This design comes from an exercise in tuning for small area on the open sky130 flow, not from production work.
RTL that was checked went through simulation tests only; none was proved equivalent to the original.

== the previous run ==
==> flow/design.v <==
`default_nettype none
`default_nettype wire
`default_nettype none
package scan_pkg;
    typedef logic [15:0] distance_t;
    typedef logic [15:0] angle_t;
    typedef struct packed {
        angle_t      fsa;
        angle_t      lsa;
        logic [7:0]  count;
        logic [7:0]  min_idx;
        logic [7:0]  max_idx;
    } scan_summary_t;
    typedef struct packed {
        logic [15:0] alert;
        angle_t      min_angle;
        angle_t      max_angle;
    } scan_report_t;
endpackage
`default_nettype wire
`timescale 1ns/1ps
`default_nettype none
module scan_top (
    input  logic clk,
    input  logic TxD_reset,
    input  logic rx_serial,
    output logic tx_serial,
    output logic tx_busy
);
    logic [3:0] sc_q;       
    logic       tick;
    assign tick = (sc_q == 4'd15);
    always_ff @(posedge clk) begin
        sc_q <= sc_q + 4'd1;
    end
    logic [3:0] rb_q;
    logic       dv;
    logic       b;
    assign b  = rx_serial;
    assign dv = tick & (rb_q == 4'd15 || (~rb_q[3] && rb_q[2:0] != 3'd7));
    always_ff @(posedge clk) begin
        if (TxD_reset) begin
            rb_q <= 4'd9;
        end else if (tick) begin
            if (rb_q == 4'd9) rb_q <= b ? 4'd9 : 4'd15;
            else if (rb_q == 4'd7) rb_q <= 4'd9;
            else rb_q <= rb_q + 4'd1;
        end
    end
    localparam logic [2:0] HA = 3'd0, HB = 3'd1, CN = 3'd2, FS = 3'd3, LS = 3'd4, SM = 3'd5;
    logic [2:0]  st_q;
    logic        hi_q;      
    logic        bl_q;      
    logic        pend_q;    
    logic [3:0]  kl;        
    logic        act;
    logic        ab;        
    logic        af;        
    assign kl = {hi_q, rb_q[2:0]};
    assign act = pend_q & (sc_q == kl);
    assign ab  = act & (kl[2:0] == 3'd7);
    assign af  = ab & hi_q;
    logic        a_fs, a_ls, a_sm, a_cn;
    assign a_cn = act & (st_q == CN);
    assign a_fs = act & (st_q == FS);
    assign a_ls = act & (st_q == LS);
    assign a_sm = act & (st_q == SM);
    logic [7:0]  den_q;     
    logic [7:0]  idx_q;     
    logic [15:0] a_q;       
    logic [15:0] s_q;       
    logic [7:0]  r_q;       
    logic        rs_q;      
    logic [7:0]  e_q;       
    logic        es_q;      
    logic        d_q;       
    logic        c_q;       
    logic        first;     
    logic        last;      
    logic [15:0] pmin_q;
    logic [15:0] pmax_q;
    logic [15:0] psmp_q;
    logic        maxv_q;    
    logic        lt_q, gt_q, nz_q, nr_q;
    logic        dq_q;      
    logic [15:0] mina_q;    
    logic [15:0] maxa_q;
    logic [15:0] mask_q;
    localparam logic [2:0] Q_IDLE = 3'd0, Q_DIV = 3'd1, Q_COR = 3'd2, Q_E1 = 3'd3,
                           Q_E2 = 3'd4, Q_A = 3'd5;
    logic [2:0]  sq_q;
    logic        p9;        
    logic        p0;
    logic        dbit;      
    logic        dsub;      
    logic        den0;
    logic [3:0]  tb_q;
    logic        p8;
    assign p8   = (sc_q == 4'd8);
    assign p9   = ~sc_q[3] | p8;
    assign p0   = (sc_q == 4'd0);
    assign dbit = ~sc_q[3] & den_q[0];
    assign den0 = (den_q == 8'd0);
    assign dsub = (tb_q == 4'd15) | s_q[0];
    logic fa_x, fa_y, fa_c, fa_s, fa_co;
    always_comb begin
        fa_x = bl_q;
        fa_y = 1'b0;
        fa_c = c_q;
        case (sq_q)
            Q_A:   begin fa_x = a_q[0]; fa_y = s_q[0]; if (p0) fa_c = dq_q & ~first; end
            Q_E1:  begin fa_x = p8 ? es_q : e_q[0]; fa_y = ~sc_q[3] & r_q[0]; if (p0) fa_c = 1'b0; end
            Q_E2:  begin fa_x = p8 ? es_q : e_q[0]; fa_y = dq_q & ~dbit; if (p0) fa_c = dq_q; end
            Q_DIV: begin fa_x = p0 ? s_q[15] : d_q; fa_y = dbit ^ dsub; if (p0) fa_c = dsub; end
            Q_COR: begin fa_x = p8 ? rs_q : r_q[0]; fa_y = dbit & ~s_q[0]; if (p0) fa_c = 1'b0; end
            default: begin
                case (st_q)
                    CN: begin fa_y = 1'b1; if (kl == 4'd0) fa_c = 1'b0; end
                    FS: begin fa_x = ~(~kl[3] & den_q[0]); if (kl == 4'd0) fa_c = 1'b1; end
                    default: begin fa_y = ~a_q[0]; if (kl == 4'd0) fa_c = 1'b1; end
                endcase
            end
        endcase
        {fa_co, fa_s} = fa_x + fa_y + fa_c;
    end
    logic rot9;             
    assign rot9 = (sq_q == Q_DIV || sq_q == Q_COR || sq_q == Q_E1 || sq_q == Q_E2) && p9;
    logic hmatch;
    assign hmatch = ((kl[2:0] == 3'd0) | c_q) & (bl_q == (kl[0] ^ (st_q == HB)));
    logic m_bit, x_bit;
    logic lt_n, gt_n, nz_n, nr_n;
    logic take_min, take_max;
    assign m_bit = pmin_q[0];
    assign x_bit = pmax_q[0];
    assign lt_n  = (bl_q ^ m_bit) ? m_bit : ((kl != 4'd0) & lt_q);
    assign gt_n  = (bl_q ^ x_bit) ? bl_q  : ((kl != 4'd0) & gt_q);
    assign nz_n  = bl_q | ((kl != 4'd0) & nz_q);
    assign nr_n  = ~bl_q & ((kl == 4'd7) | nr_q);
    assign take_min = nz_n & lt_n;
    assign take_max = nz_n & (~maxv_q | gt_n);
    assign first    = (idx_q == 8'd0);
    assign last     = (idx_q == den_q);
    logic smp_done;         
    assign smp_done = af & (st_q == SM);
    logic idx_lt16;
    assign idx_lt16 = ~(idx_q[5] | idx_q[6] | idx_q[7] | idx_q[0]);
    logic tx_start;
    assign tx_start = (sq_q == Q_A) & tick & (st_q != SM);
    logic        busy_q;
    logic [2:0]  tf_q;
    always_ff @(posedge clk) begin
        if (TxD_reset) begin
            st_q   <= HA;
            sq_q   <= Q_IDLE;
            pend_q <= 1'b0;
        end else begin
            if (dv) pend_q <= 1'b1;
            else if (act) pend_q <= 1'b0;
            if (ab) begin
                case (st_q)
                    HA: if (hmatch) st_q <= HB;
                    HB: st_q <= hmatch ? CN : HA;
                    CN: st_q <= FS;
                    FS: if (hi_q) st_q <= LS;
                    LS: if (hi_q) st_q <= SM;
                    SM: if (hi_q && last) st_q <= HA;
                    default: st_q <= HA;
                endcase
            end
            if (tick) begin
                case (sq_q)
                    Q_DIV:  if (tb_q == 4'd14) sq_q <= Q_COR;
                    Q_COR:  sq_q <= den0 ? Q_A : Q_IDLE;
                    Q_E1:   sq_q <= Q_A;
                    Q_A:    sq_q <= (st_q == SM) ? Q_E2 : Q_IDLE;
                    Q_E2:   sq_q <= Q_IDLE;
                    default: begin
                        if (af && st_q == LS) sq_q <= Q_DIV;
                        else if (smp_done) sq_q <= last ? Q_A : Q_E1;
                    end
                endcase
            end
        end
    end
    always_ff @(posedge clk) begin
        if (dv) bl_q <= b;
        if (ab) begin
            hi_q <= (st_q == CN || st_q == HA || st_q == HB) ? 1'b0 : ~hi_q;
        end
        if (sq_q == Q_A || rot9) c_q <= fa_co;
        else if (act) begin
            if (st_q == HA || st_q == HB) c_q <= hmatch;
            else c_q <= fa_co;
        end
        d_q <= r_q[0];
        den_q <= {a_cn ? fa_s : den_q[0], den_q[7:1]};
        if (st_q == FS) idx_q <= {1'b0, idx_q[7:1]};
        else if (sq_q == Q_E1 && ~sc_q[3]) idx_q <= {idx_q[0] ^ (nz_q | p0), idx_q[7:1]};
        else idx_q <= {idx_q[0], idx_q[7:1]};
        a_q <= {a_fs ? bl_q : ((sq_q == Q_A) ? fa_s : a_q[0]), a_q[15:1]};
        if (a_ls) s_q <= {fa_s, s_q[15:1]};
        else if (sq_q == Q_DIV && sc_q == 4'd8) s_q <= {s_q[14:0], ~fa_s | den0};
        else if (sq_q == Q_A) s_q <= {s_q[0], s_q[15:1]};
        if (st_q == FS) begin
            r_q  <= {1'b0, r_q[7:1]};
            rs_q <= 1'b0;
        end else if ((sq_q == Q_DIV || sq_q == Q_COR) && ~sc_q[3]) begin
            r_q <= {fa_s, r_q[7:1]};
        end else begin
            r_q <= {r_q[0], r_q[7:1]};
            if ((sq_q == Q_DIV || sq_q == Q_COR) && p8) rs_q <= fa_s;
        end
        if ((a_fs && ~kl[3]) || ((sq_q == Q_E1 || sq_q == Q_E2) && ~sc_q[3]))
            e_q <= {fa_s, e_q[7:1]};
        else
            e_q <= {e_q[0], e_q[7:1]};
        if ((a_fs && kl == 4'd8) || ((sq_q == Q_E1 || sq_q == Q_E2) && p8)) es_q <= fa_s;
        if (st_q == FS || st_q == LS) pmin_q <= {1'b1, pmin_q[15:1]};
        else if (sq_q == Q_E1 && nr_q) pmin_q <= {psmp_q[0], pmin_q[15:1]};
        else pmin_q <= {pmin_q[0], pmin_q[15:1]};
        if (a_sm && !maxv_q) pmax_q <= {bl_q, pmax_q[15:1]};
        else if (sq_q == Q_E1 && gt_q) pmax_q <= {psmp_q[0], pmax_q[15:1]};
        else pmax_q <= {pmax_q[0], pmax_q[15:1]};
        psmp_q <= {a_sm ? bl_q : psmp_q[0], psmp_q[15:1]};
        if (a_sm) begin
            lt_q <= smp_done ? (take_min | first) : lt_n;
            gt_q <= smp_done ? (take_max | first) : gt_n;
            nz_q <= nz_n;
            nr_q <= smp_done ? take_min : nr_n;
        end else if (sq_q == Q_E1 && ~sc_q[3]) begin
            nz_q <= idx_q[0] & (nz_q | p0);
        end
        if (sq_q == Q_E1 && sc_q == 4'd8) dq_q <= ~fa_s;
        if (st_q == CN) maxv_q <= 1'b0;
        else if (smp_done && take_max) maxv_q <= 1'b1;
    end
    logic        bit_end;
    logic        next_data;   
    logic [3:0]  nidx;        
    logic        ring_bit;
    logic        txd_q;
    logic        txo_q;
    assign bit_end   = busy_q & tick;
    assign next_data = tb_q[3] ? tb_q[0] : (tb_q[2:0] != 3'd7);
    assign nidx      = {tf_q[0], tb_q[2:0] + 3'd1};
    assign ring_bit  = tf_q[2] ? maxa_q[0] : mina_q[0];
    assign tx_serial = txo_q;
    assign tx_busy   = busy_q;
    always_ff @(posedge clk) begin
        if (TxD_reset) begin
            busy_q <= 1'b0;
            txo_q  <= 1'b1;
        end else if (tx_start) begin
            busy_q <= 1'b1;
            txo_q  <= 1'b0;
        end else if (bit_end) begin
            if (tb_q == 4'd8) begin
                txo_q <= (tf_q == 3'd5);
                if (tf_q == 3'd5) busy_q <= 1'b0;
            end else if (!next_data) begin
                txo_q <= 1'b1;
            end else if (tf_q[2:1] == 2'b00) begin
                txo_q <= mask_q[0];
            end else begin
                txo_q <= (nidx == 4'd15) ? ring_bit : txd_q;
            end
        end
    end
    always_ff @(posedge clk) begin
        if (sc_q == nidx) txd_q <= ring_bit;
    end
    always_ff @(posedge clk) begin
        if (tx_start || (af && st_q == LS)) begin
            tb_q <= 4'd15;
            tf_q <= 3'd0;
        end else if (bit_end || (tick && sq_q == Q_DIV)) begin
            tb_q <= (tb_q == 4'd8 && busy_q) ? 4'd15 : tb_q + 4'd1;
            if (tb_q == 4'd8) tf_q <= tf_q + 3'd1;
        end
    end
    always_ff @(posedge clk) begin
        if (smp_done && nz_n && idx_lt16) mask_q <= {nr_n, mask_q[15:1]};
        else if (a_fs || a_ls || (bit_end && next_data && tb_q != 4'd8 && tf_q[2:1] == 2'b00))
            mask_q <= {1'b0, mask_q[15:1]};
    end
    always_ff @(posedge clk) begin
        mina_q <= {(sq_q == Q_A && lt_q) ? a_q[0] : mina_q[0], mina_q[15:1]};
        maxa_q <= {(sq_q == Q_A && gt_q) ? a_q[0] : maxa_q[0], maxa_q[15:1]};
    end
endmodule
`default_nettype wire
Settings: LEC_CHECK=0, CAP_MARGIN=20, CORE_MARGIN=2, CORE_UTILIZATION=70, CTS_BUF_LIST=sky130_fd_sc_hd__clkbuf_4 sky130_fd_sc_hd__clkbuf_8, SLEW_MARGIN=20; clock period 10.0 ns.
standard.sh (not shown) runs the stock make flow with config.mk's settings and CLKGATE_MAP_FILE= SYNTH_SCRIPT=/design/flow/synth_recipe.tcl, a recipe that flattens the netlist after the stock synthesis.
==> flow/flow/run.sh <==
#!/bin/bash
set -euo pipefail
bash standard.sh finish "CTS_ARGS=-repair_clock_nets -dont_use_dummy_load -buf_list {sky130_fd_sc_hd__clkbuf_8}" "BUFFER_PORTS_ARGS=-buffer_cell sky130_fd_sc_hd__buf_1" > run_make.log 2>&1
Inputs modified between the previous run and the current run:
-- flow/design.v --
<<< the previous run, line 102
    assign dbit = ~sc_q[3] & den_q[0];
    assign den0 = (den_q == 8'd0);
    assign dsub = (tb_q == 4'd15) | s_q[0];
    logic fa_x, fa_y, fa_c, fa_s, fa_co;
    always_comb begin
>>> the current run, line 102
    assign dbit = ~sc_q[3] & den_q[0];
    assign den0 = (den_q == 8'd0);
    assign dsub = (tb_q == 4'd0) | s_q[0];
    logic fa_x, fa_y, fa_c, fa_s, fa_co;
    always_comb begin
<<< the previous run, line 170
            if (tick) begin
                case (sq_q)
                    Q_DIV:  if (tb_q == 4'd14) sq_q <= Q_COR;
                    Q_COR:  sq_q <= den0 ? Q_A : Q_IDLE;
                    Q_E1:   sq_q <= Q_A;
>>> the current run, line 170
            if (tick) begin
                case (sq_q)
                    Q_DIV:  if (tb_q == 4'd15) sq_q <= Q_COR;
                    Q_COR:  sq_q <= den0 ? Q_A : Q_IDLE;
                    Q_E1:   sq_q <= Q_A;
<<< the previous run, line 242
    logic        txo_q;
    assign bit_end   = busy_q & tick;
    assign next_data = tb_q[3] ? tb_q[0] : (tb_q[2:0] != 3'd7);
    assign nidx      = {tf_q[0], tb_q[2:0] + 3'd1};
    assign ring_bit  = tf_q[2] ? maxa_q[0] : mina_q[0];
    assign tx_serial = txo_q;
>>> the current run, line 242
    logic        txo_q;
    assign bit_end   = busy_q & tick;
    assign next_data = ~tb_q[3];
    assign nidx      = {tf_q[0], tb_q[2:0]};
    assign ring_bit  = tf_q[2] ? maxa_q[0] : mina_q[0];
    assign tx_serial = txo_q;
<<< the previous run, line 255
            txo_q  <= 1'b0;
        end else if (bit_end) begin
            if (tb_q == 4'd8) begin
                txo_q <= (tf_q == 3'd5);
                if (tf_q == 3'd5) busy_q <= 1'b0;
>>> the current run, line 255
            txo_q  <= 1'b0;
        end else if (bit_end) begin
            if (tb_q[0] && tb_q[3]) begin
                txo_q <= (tf_q == 3'd5);
                if (tf_q == 3'd5) busy_q <= 1'b0;
<<< the previous run, line 272
    always_ff @(posedge clk) begin
        if (tx_start || (af && st_q == LS)) begin
            tb_q <= 4'd15;
            tf_q <= 3'd0;
        end else if (bit_end || (tick && sq_q == Q_DIV)) begin
            tb_q <= (tb_q == 4'd8 && busy_q) ? 4'd15 : tb_q + 4'd1;
            if (tb_q == 4'd8) tf_q <= tf_q + 3'd1;
        end
    end
    always_ff @(posedge clk) begin
        if (smp_done && nz_n && idx_lt16) mask_q <= {nr_n, mask_q[15:1]};
        else if (a_fs || a_ls || (bit_end && next_data && tb_q != 4'd8 && tf_q[2:1] == 2'b00))
            mask_q <= {1'b0, mask_q[15:1]};
    end
>>> the current run, line 272
    always_ff @(posedge clk) begin
        if (tx_start || (af && st_q == LS)) begin
            tb_q <= 4'd0;
            tf_q <= 3'd0;
        end else if (bit_end || (tick && sq_q == Q_DIV)) begin
            tb_q <= (tb_q[0] && tb_q[3] && busy_q) ? 4'd0 : tb_q + 4'd1;
            if (tb_q[0] && tb_q[3]) tf_q <= tf_q + 3'd1;
        end
    end
    always_ff @(posedge clk) begin
        if (smp_done && nz_n && idx_lt16) mask_q <= {nr_n, mask_q[15:1]};
        else if (a_fs || a_ls || (bit_end && next_data && tf_q[2:1] == 2'b00))
            mask_q <= {1'b0, mask_q[15:1]};
    end
| average wire per standard cell | the current run vs the previous run | 2.7% lower |
The setup slack of the current run is larger than that of the previous run.
Higher final area was reported by the previous run, not the current run.
The current run against the previous run: synthesized area went down by 120 um2, total routing usage reported by global routing went down 0.33 points.
For the current run, only the layout was checked, not whether the RTL still works.

==> re-timing with driven ports <==
The results above use ideal ports. As a check the final layouts listed here were re-extracted and re-timed, cells and wires unchanged. Step 1: set_driving_cell puts a clkbuf_16 on clk and a buf_2 on each other input, an assumption about the parent block. Step 2 times the ports against the registers' clock, not the clock port: input delays grow and output delays shrink by t, the midpoint of the rising clock arrivals with the driver on. Slacks: ideal ports / drivers / drivers and shift; pairs: ideal ports / drivers.
run | shift t [ns] | setup WS [ns] | hold WS [ns] | worst data-port slew with drivers (ns) | pins driven straight from the clock port
the previous run | 0.480 | 6.843 / 6.808 / 6.926 | 0.311 / 0.311 / 0.311 | 0.05 | 1
the current run | 0.480 | 6.849 / 6.849 / 6.844 | 0.299 / 0.299 / 0.299 | 0.03 | 1
After both steps every run listed still meets setup and hold. For the current run, which loses most, drivers alone change the setup slack by 0.000 ns; drivers and shift together by -0.005 ns.
